From an optimization exercise on the open Yosys and OpenROAD flow, aimed at small area, a short achievable clock period and few clock cycles per item; shortcuts taken in it are not production practice. Function was checked by simulation only, so behaviour that the tests miss may differ from the original.

==> fjord: inputs <==
==> flow/design.v <==
package ldpc_pkg;
    localparam int Z     = 4;
    localparam int BR    = 2;
    localparam int BC    = 4;
    localparam int N_VAR = BC * Z;
    localparam int N_CHK = BR * Z;
    localparam int N_EDGE = N_CHK * BC;    
    localparam int LLR_W   = 5;
    localparam int MSG_MAX = 15;
    localparam int SUM_W   = 8;
    localparam int CIDX_W  = $clog2(BC);
    localparam logic [2*BR*BC-1:0] SHIFT = 16'b01_11_00_10_11_10_01_00;
    function automatic int shift_of(int row, int col);
        shift_of = 0;
        shift_of[1:0] = SHIFT[(row * BC + col) * 2 +: 2];
    endfunction
    localparam int MAX_ITER = 8;
    localparam int ITER_W   = 4;
    localparam int IN_CREDITS  = 2;
    localparam int OUT_CREDITS = 2;
    localparam int Q_PTR_W     = $clog2(IN_CREDITS);
    localparam int Q_CNT_W     = $clog2(IN_CREDITS + 1);
    localparam int OCR_W       = $clog2(OUT_CREDITS + 1);
    function automatic int var_of(int chk, int col);
        var_of = col * Z + ((chk % Z) + shift_of(chk / Z, col)) % Z;
    endfunction
    function automatic int edge_of(int vidx, int row);
        int col;
        int t;
        col = vidx / Z;
        t = vidx % Z;
        edge_of = (row * Z + (t - shift_of(row, col) + Z) % Z) * BC + col;
    endfunction
endpackage
`timescale 1ns/1ps
module cnu (
    input  logic [3:0]  sgn_in,
    input  logic [15:0] mag_in,
    output logic [3:0] min1,
    output logic [3:0] min2,
    output logic [1:0] min_idx
);
    logic [3:0] m [4];
    logic bt [4][4];           
    logic [3:0] first, second;
    always_comb begin
        for (int i = 0; i < 4; i++) m[i] = mag_in[4*i +: 4];
        for (int i = 0; i < 4; i++)
            for (int j = i + 1; j < 4; j++) begin
                bt[i][j] = !(m[j] < m[i]);    
                bt[j][i] = !bt[i][j];
            end
        for (int i = 0; i < 4; i++) begin
            logic [2:0] w;
            int k;
            k = 0;
            w = '0;
            for (int j = 0; j < 4; j++)
                if (j != i) begin
                    w[k] = bt[i][j];
                    k++;
                end
            first[i]  = &w;
            second[i] = (w[0] & w[1] & ~w[2]) | (w[0] & ~w[1] & w[2]) | (~w[0] & w[1] & w[2]);
        end
        min1 = '0;
        min2 = '0;
        for (int i = 0; i < 4; i++) begin
            min1 = min1 | (m[i] & {4{first[i]}});
            min2 = min2 | (m[i] & {4{second[i]}});
        end
        min_idx = {first[2] | first[3], first[1] | first[3]};
    end
endmodule
`timescale 1ns/1ps
module cnu_bank (
    input  logic clk,
    input  logic clear,       
    input  logic [ldpc_pkg::N_EDGE-1:0]   v2c_sgn,    
    input  logic [ldpc_pkg::N_EDGE*4-1:0] v2c_mag,
    output logic [ldpc_pkg::N_EDGE-1:0]   c2v_sgn,    
    output logic [ldpc_pkg::N_EDGE*4-1:0] c2v_mag
);
    localparam int NC = ldpc_pkg::N_CHK;
    localparam int BC = ldpc_pkg::BC;
    logic [3:0] m1_q [NC];
    logic [3:0] m2_q [NC];
    logic [1:0] ix_q [NC];
    logic [BC-1:0] sg_q [NC];
    for (genvar c = 0; c < NC; c++) begin : g_chk
        logic [3:0] m1, m2;
        logic [1:0] ix;
        cnu u_cnu (
            .sgn_in  (v2c_sgn[c*BC +: BC]),
            .mag_in  (v2c_mag[c*BC*4 +: BC*4]),
            .min1    (m1),
            .min2    (m2),
            .min_idx (ix)
        );
        always_ff @(posedge clk) begin
            m1_q[c] <= clear ? 4'd0 : m1;
            m2_q[c] <= clear ? 4'd0 : m2;
            ix_q[c] <= ix;
            sg_q[c] <= {BC{^v2c_sgn[c*BC +: BC]}} ^ v2c_sgn[c*BC +: BC];    
        end
        for (genvar j = 0; j < BC; j++) begin : g_col
            assign c2v_mag[(c*BC+j)*4 +: 4] = (ix_q[c] == 2'(j)) ? m2_q[c] : m1_q[c];
            assign c2v_sgn[c*BC+j] = sg_q[c][j];
        end
    end
endmodule
`timescale 1ns/1ps
module vnu (
    input  logic signed [4:0] llr,
    input  logic       s0, input logic [3:0] m0,
    input  logic       s1, input logic [3:0] m1,
    output logic       vs0, output logic [3:0] vm0,
    output logic       vs1, output logic [3:0] vm1,
    output logic       dec
);
    function automatic logic [5:0] add5(logic [4:0] a, logic [4:0] b, logic cin);
        logic c;
        c = cin;
        for (int i = 0; i < 5; i++) begin
            add5[i] = a[i] ^ b[i] ^ c;
            c = (a[i] & b[i]) | (c & (a[i] ^ b[i]));
        end
        add5[5] = a[4] ^ b[4] ^ c;
    endfunction
    function automatic logic sgn65(logic [5:0] a, logic [4:0] b, logic cin);
        logic c;
        logic [5:0] bb;
        bb = {b[4], b};
        c = cin;
        for (int i = 0; i < 6; i++)
            c = (a[i] & bb[i]) | (c & (a[i] ^ bb[i]));
        sgn65 = a[5] ^ bb[5] ^ c;    
    endfunction
    function automatic logic [4:0] satmag(logic [5:0] e);
        logic n;
        logic [5:0] t;
        logic [3:0] inc;
        logic sat;
        n = e[5];
        t = e ^ {6{n}};
        inc = t[3:0] + 4'(n);
        sat = t[4] | (t[3:0] == 4'd15) | (n & (t[3:0] == 4'd14));
        satmag = {n, sat ? 4'd15 : inc};
    endfunction
    logic [4:0] b0, b1;
    logic [5:0] e0, e1;
    assign b0 = {s0, m0 ^ {4{s0}}};
    assign b1 = {s1, m1 ^ {4{s1}}};
    assign e0 = add5(llr, b1, s1);
    assign e1 = add5(llr, b0, s0);
    assign dec = sgn65(e0, b0, s0);
    assign {vs0, vm0} = satmag(e0);
    assign {vs1, vm1} = satmag(e1);
endmodule
`timescale 1ns/1ps
module vnu_bank (
    input  logic [ldpc_pkg::N_VAR*ldpc_pkg::LLR_W-1:0] chan_llr,
    input  logic [ldpc_pkg::N_EDGE-1:0]   c2v_sgn,    
    input  logic [ldpc_pkg::N_EDGE*4-1:0] c2v_mag,
    output logic [ldpc_pkg::N_EDGE-1:0]   v2c_sgn,    
    output logic [ldpc_pkg::N_EDGE*4-1:0] v2c_mag,
    output logic [ldpc_pkg::N_VAR-1:0] dec
);
    for (genvar v = 0; v < ldpc_pkg::N_VAR; v++) begin : g_var
        localparam int E0 = ldpc_pkg::edge_of(v, 0);
        localparam int E1 = ldpc_pkg::edge_of(v, 1);
        vnu u_vnu (
            .llr (chan_llr[v*ldpc_pkg::LLR_W +: ldpc_pkg::LLR_W]),
            .s0  (c2v_sgn[E0]),
            .m0  (c2v_mag[E0*4 +: 4]),
            .s1  (c2v_sgn[E1]),
            .m1  (c2v_mag[E1*4 +: 4]),
            .vs0 (v2c_sgn[E0]),
            .vm0 (v2c_mag[E0*4 +: 4]),
            .vs1 (v2c_sgn[E1]),
            .vm1 (v2c_mag[E1*4 +: 4]),
            .dec (dec[v])
        );
    end
endmodule
`timescale 1ns/1ps
module syndrome_check (
    input  logic [ldpc_pkg::N_VAR-1:0] dec,
    output logic syn_zero
);
    logic [ldpc_pkg::N_CHK-1:0] parity;
    for (genvar c = 0; c < ldpc_pkg::N_CHK; c++) begin : g_chk
        logic [ldpc_pkg::BC-1:0] bits;
        for (genvar j = 0; j < ldpc_pkg::BC; j++) begin : g_col
            assign bits[j] = dec[ldpc_pkg::var_of(c, j)];
        end
        assign parity[c] = ^bits;
    end
    assign syn_zero = ~|parity;    
endmodule
`timescale 1ns/1ps
module ldpc_decoder (
    input  logic clk,
    input  logic rst,
    input  logic in_valid,
    input  logic [ldpc_pkg::N_VAR*ldpc_pkg::LLR_W-1:0] in_llr,
    output logic in_credit,
    output logic out_valid,
    output logic [ldpc_pkg::N_VAR-1:0] out_bits,
    output logic [ldpc_pkg::ITER_W-1:0] out_iters,
    output logic out_ok,
    input  logic out_credit
);
    localparam int FW = ldpc_pkg::N_VAR * ldpc_pkg::LLR_W;
    logic [FW-1:0] slot0, slot1;
    logic v0, v1;
    logic [ldpc_pkg::ITER_W-1:0] iter;
    logic full;                        
    logic [ldpc_pkg::OCR_W-1:0] out_cnt;
    logic [ldpc_pkg::N_EDGE-1:0]   v2c_sgn, c2v_sgn;
    logic [ldpc_pkg::N_EDGE*4-1:0] v2c_mag, c2v_mag;
    logic [ldpc_pkg::N_VAR-1:0] dec;
    logic syn_zero;
    logic done, pop, restart;
    assign done      = v0 && (syn_zero || iter[3]);    
    assign out_valid = full && (out_cnt != '0);
    assign pop       = done && (!full || out_valid);
    assign restart   = done || !v0;    
    always_ff @(posedge clk) begin
        if (pop || !v0)
            slot0 <= v1 ? slot1 : in_llr;
        if (in_valid)
            slot1 <= in_llr;
    end
    always_ff @(posedge clk or posedge rst) begin
        if (rst) begin
            v0        <= 1'b0;
            v1        <= 1'b0;
            iter      <= '0;
            full      <= 1'b0;
            out_cnt   <= ldpc_pkg::OCR_W'(ldpc_pkg::OUT_CREDITS);
            in_credit <= 1'b0;
        end else begin
            if (pop) begin
                v0 <= v1 || in_valid;
                v1 <= v1 && in_valid;
            end else begin
                v0 <= v0 || in_valid;
                v1 <= v1 || (v0 && in_valid);
            end
            iter      <= restart ? '0 : iter + 1'b1;
            in_credit <= pop;
            out_cnt   <= out_cnt - ldpc_pkg::OCR_W'(out_valid) + ldpc_pkg::OCR_W'(out_credit);
            if (pop)
                full <= 1'b1;
            else if (out_valid)
                full <= 1'b0;
        end
    end
    always_ff @(posedge clk) begin
        if (pop) begin
            out_bits  <= dec;
            out_iters <= iter;
            out_ok    <= syn_zero;
        end
    end
    cnu_bank u_cnu_bank (
        .clk     (clk),
        .clear   (restart),
        .v2c_sgn (v2c_sgn),
        .v2c_mag (v2c_mag),
        .c2v_sgn (c2v_sgn),
        .c2v_mag (c2v_mag)
    );
    vnu_bank u_vnu_bank (
        .chan_llr (slot0),
        .c2v_sgn  (c2v_sgn),
        .c2v_mag  (c2v_mag),
        .v2c_sgn  (v2c_sgn),
        .v2c_mag  (v2c_mag),
        .dec      (dec)
    );
    syndrome_check u_syndrome_check (
        .dec      (dec),
        .syn_zero (syn_zero)
    );
endmodule
==> flow/flow/run.sh <==
#!/bin/bash
# Standard layout, with repair_timing asked to leave extra setup slack
# (timing-driven sizing/buffering of the iteration loop). The clock period
# and constraints are the standard flow's own; only the repair effort changes.
export SETUP_SLACK_MARGIN=8.5
bash standard.sh > standard.log 2>&1
==> flow/standard.sh <==
#!/bin/bash
# synth_recipe.tcl (not shown) runs the flow's synth.tcl, then flattens the netlist and writes it again
# the make line also repeats each setting of config.mk as NAME=value (left out here)
make -C /OpenROAD-flow-scripts/flow DESIGN_CONFIG=/design/flow/config.mk WORK_HOME=/design/flow/orfs CLKGATE_MAP_FILE= SYNTH_SCRIPT=/design/flow/synth_recipe.tcl "${@:-finish}"
==> flow/config.mk <==
export PLATFORM = sky130hd
export DESIGN_NAME = ldpc_decoder
export DESIGN_NICKNAME = ldpc_decoder
export VERILOG_FILES = /design/flow/design.v
export SDC_FILE = /design/flow/constraint.sdc
export NUM_CORES = 4
export LEC_CHECK = 0
export ABC_AREA = 1
export CAP_MARGIN = 20
export CORE_MARGIN = 2
export CORE_UTILIZATION = 40
export CTS_BUF_LIST = sky130_fd_sc_hd__clkbuf_8
export CTS_CLUSTER_SIZE = 30
export SLEW_MARGIN = 20
==> flow/constraint.sdc <==
create_clock -name core_clock -period 14.0 [get_ports {clk}]
set_input_delay 2.8000 -clock core_clock [delete_from_list [all_inputs] [get_ports {clk}]]
set_output_delay 2.8000 -clock core_clock [all_outputs]
set_load 0.01 [all_outputs]
==> willow: changes against fjord <==
--- a/flow/design.v
+++ b/flow/design.v
@@ -52,15 +52,13 @@
             end
         for (int i = 0; i < 4; i++) begin
-            logic [2:0] w;
-            int k;
-            k = 0;
-            w = '0;
+            logic [1:0] wins;
+            wins = 0;
+            first[i] = 1'b1;
             for (int j = 0; j < 4; j++)
                 if (j != i) begin
-                    w[k] = bt[i][j];
-                    k++;
+                    first[i] = first[i] & bt[i][j];
+                    wins = wins + 2'(bt[i][j]);
                 end
-            first[i]  = &w;
-            second[i] = (w[0] & w[1] & ~w[2]) | (w[0] & ~w[1] & w[2]) | (~w[0] & w[1] & w[2]);
+            second[i] = (wins == 2'd2);
         end
         min1 = '0;
@@ -102,9 +100,9 @@
             m2_q[c] <= clear ? 4'd0 : m2;
             ix_q[c] <= ix;
-            sg_q[c] <= {BC{^v2c_sgn[c*BC +: BC]}} ^ v2c_sgn[c*BC +: BC];    
+            sg_q[c] <= v2c_sgn[c*BC +: BC];
         end
         for (genvar j = 0; j < BC; j++) begin : g_col
             assign c2v_mag[(c*BC+j)*4 +: 4] = (ix_q[c] == 2'(j)) ? m2_q[c] : m1_q[c];
-            assign c2v_sgn[c*BC+j] = sg_q[c][j];
+            assign c2v_sgn[c*BC+j] = ^sg_q[c] ^ sg_q[c][j];
         end
     end
==> flow/run.sh (new file) <==
#!/bin/bash
# synth_recipe.tcl (not shown) runs the flow's synth.tcl, then flattens the netlist and writes it again
# the make line also repeats each setting of config.mk as NAME=value (left out here)
make -C /OpenROAD-flow-scripts/flow DESIGN_CONFIG=/design/flow/config.mk WORK_HOME=/design/flow/orfs CLKGATE_MAP_FILE= SYNTH_SCRIPT=/design/flow/synth_recipe.tcl finish
Settings changed: CTS_BUF_LIST sky130_fd_sc_hd__clkbuf_8 to not set, CTS_CLUSTER_SIZE 30 to not set.
removed: flow/flow/run.sh
removed: flow/standard.sh
==> harbor: changes against fjord <==
--- a/flow/design.v
+++ b/flow/design.v
@@ -52,15 +52,13 @@
             end
         for (int i = 0; i < 4; i++) begin
-            logic [2:0] w;
-            int k;
-            k = 0;
-            w = '0;
+            logic [1:0] wins;
+            wins = 0;
+            first[i] = 1'b1;
             for (int j = 0; j < 4; j++)
                 if (j != i) begin
-                    w[k] = bt[i][j];
-                    k++;
+                    first[i] = first[i] & bt[i][j];
+                    wins = wins + 2'(bt[i][j]);
                 end
-            first[i]  = &w;
-            second[i] = (w[0] & w[1] & ~w[2]) | (w[0] & ~w[1] & w[2]) | (~w[0] & w[1] & w[2]);
+            second[i] = (wins == 2'd2);
         end
         min1 = '0;
==> flow/run.sh (new file) <==
#!/bin/bash
# synth_recipe.tcl (not shown) runs the flow's synth.tcl, then flattens the netlist and writes it again
# the make line also repeats each setting of config.mk as NAME=value (left out here)
make -C /OpenROAD-flow-scripts/flow DESIGN_CONFIG=/design/flow/config.mk WORK_HOME=/design/flow/orfs CLKGATE_MAP_FILE= SYNTH_SCRIPT=/design/flow/synth_recipe.tcl finish
Settings changed: CORE_UTILIZATION 40 to 65, CTS_BUF_LIST sky130_fd_sc_hd__clkbuf_8 to not set, CTS_CLUSTER_SIZE 30 to not set.
removed: flow/flow/run.sh
removed: flow/standard.sh
==> zinc: changes against fjord <==
==> flow/flow/run.sh (replaced) <==
#!/bin/bash
# Standard layout, with repair_timing asked to leave extra setup slack
# (timing-driven sizing/buffering of the iteration loop). The clock period
# and constraints are the standard flow's own; only the repair effort changes.
export SETUP_SLACK_MARGIN=9.5
bash standard.sh > standard.log 2>&1
==> summary.txt <==
- In harbor the setup slack is lower than in fjord, by 1.1 ns.
- The lowest clock-buffer cell count belongs to willow, the highest to fjord.
- In fjord the non-clock buffer count is lower than in zinc, by 452.
- Sequential share of layout area, lowest first: zinc, fjord, harbor, willow.
- Of willow and zinc, zinc has the higher synthesized cell count (gap 2.2%, measured against zinc).
- Between harbor and zinc, the lower area after synthesis is in zinc (gap about 2.2%, measured against zinc).
- Of willow and harbor, willow has the higher cell count (gap about 5%, measured against harbor).
- Against willow, the first-iteration DRC count of zinc is higher by about 23%.
Testbench counts of fjord, summed over its fixed seeds: cycles 3,199, items 1,200.
Testbench counts of willow, summed over its fixed seeds: cycles 3,199, items 1,200.
Testbench counts of harbor, summed over its fixed seeds: cycles 3,199, items 1,200.
Testbench counts of zinc, summed over its fixed seeds: cycles 3,199, items 1,200.

## re-timing with driven ports
The flow's constraints put no driver on any port. The routed layouts listed below were extracted and timed again, unchanged, in two steps. Step 1 (the two cells are an assumption about what drives the block):
set clk [get_ports {clk}]
set_driving_cell -lib_cell sky130_fd_sc_hd__clkbuf_16 $clk
set_driving_cell -lib_cell sky130_fd_sc_hd__buf_2 [delete_from_list [all_inputs] $clk]
Step 2 adds t to the input delays and takes it off the output delays; t is the mean of the earliest and latest rising clock arrival at the registers after step 1. Input paths then give back, and output paths get back, about the clock's delay inside the block. a / b / c = ideal ports / drivers / drivers and shift; a / b = the first two.
run | t (ns) | slack for setup (ns) | clock arrival spread, ns | pins driven straight from the clock port
fjord | 0.733 | 8.788 / 8.788 / 8.788 | 0.042 / 0.042 | 1
willow | 0.625 | 7.304 / 7.304 / 7.304 | 0.027 / 0.026 | 1
harbor | 0.625 | 7.675 / 7.675 / 7.675 | 0.021 / 0.021 | 1
zinc | 0.758 | 9.034 / 9.034 / 9.034 | 0.065 / 0.065 | 1
After both steps setup and hold are still met in every run listed.
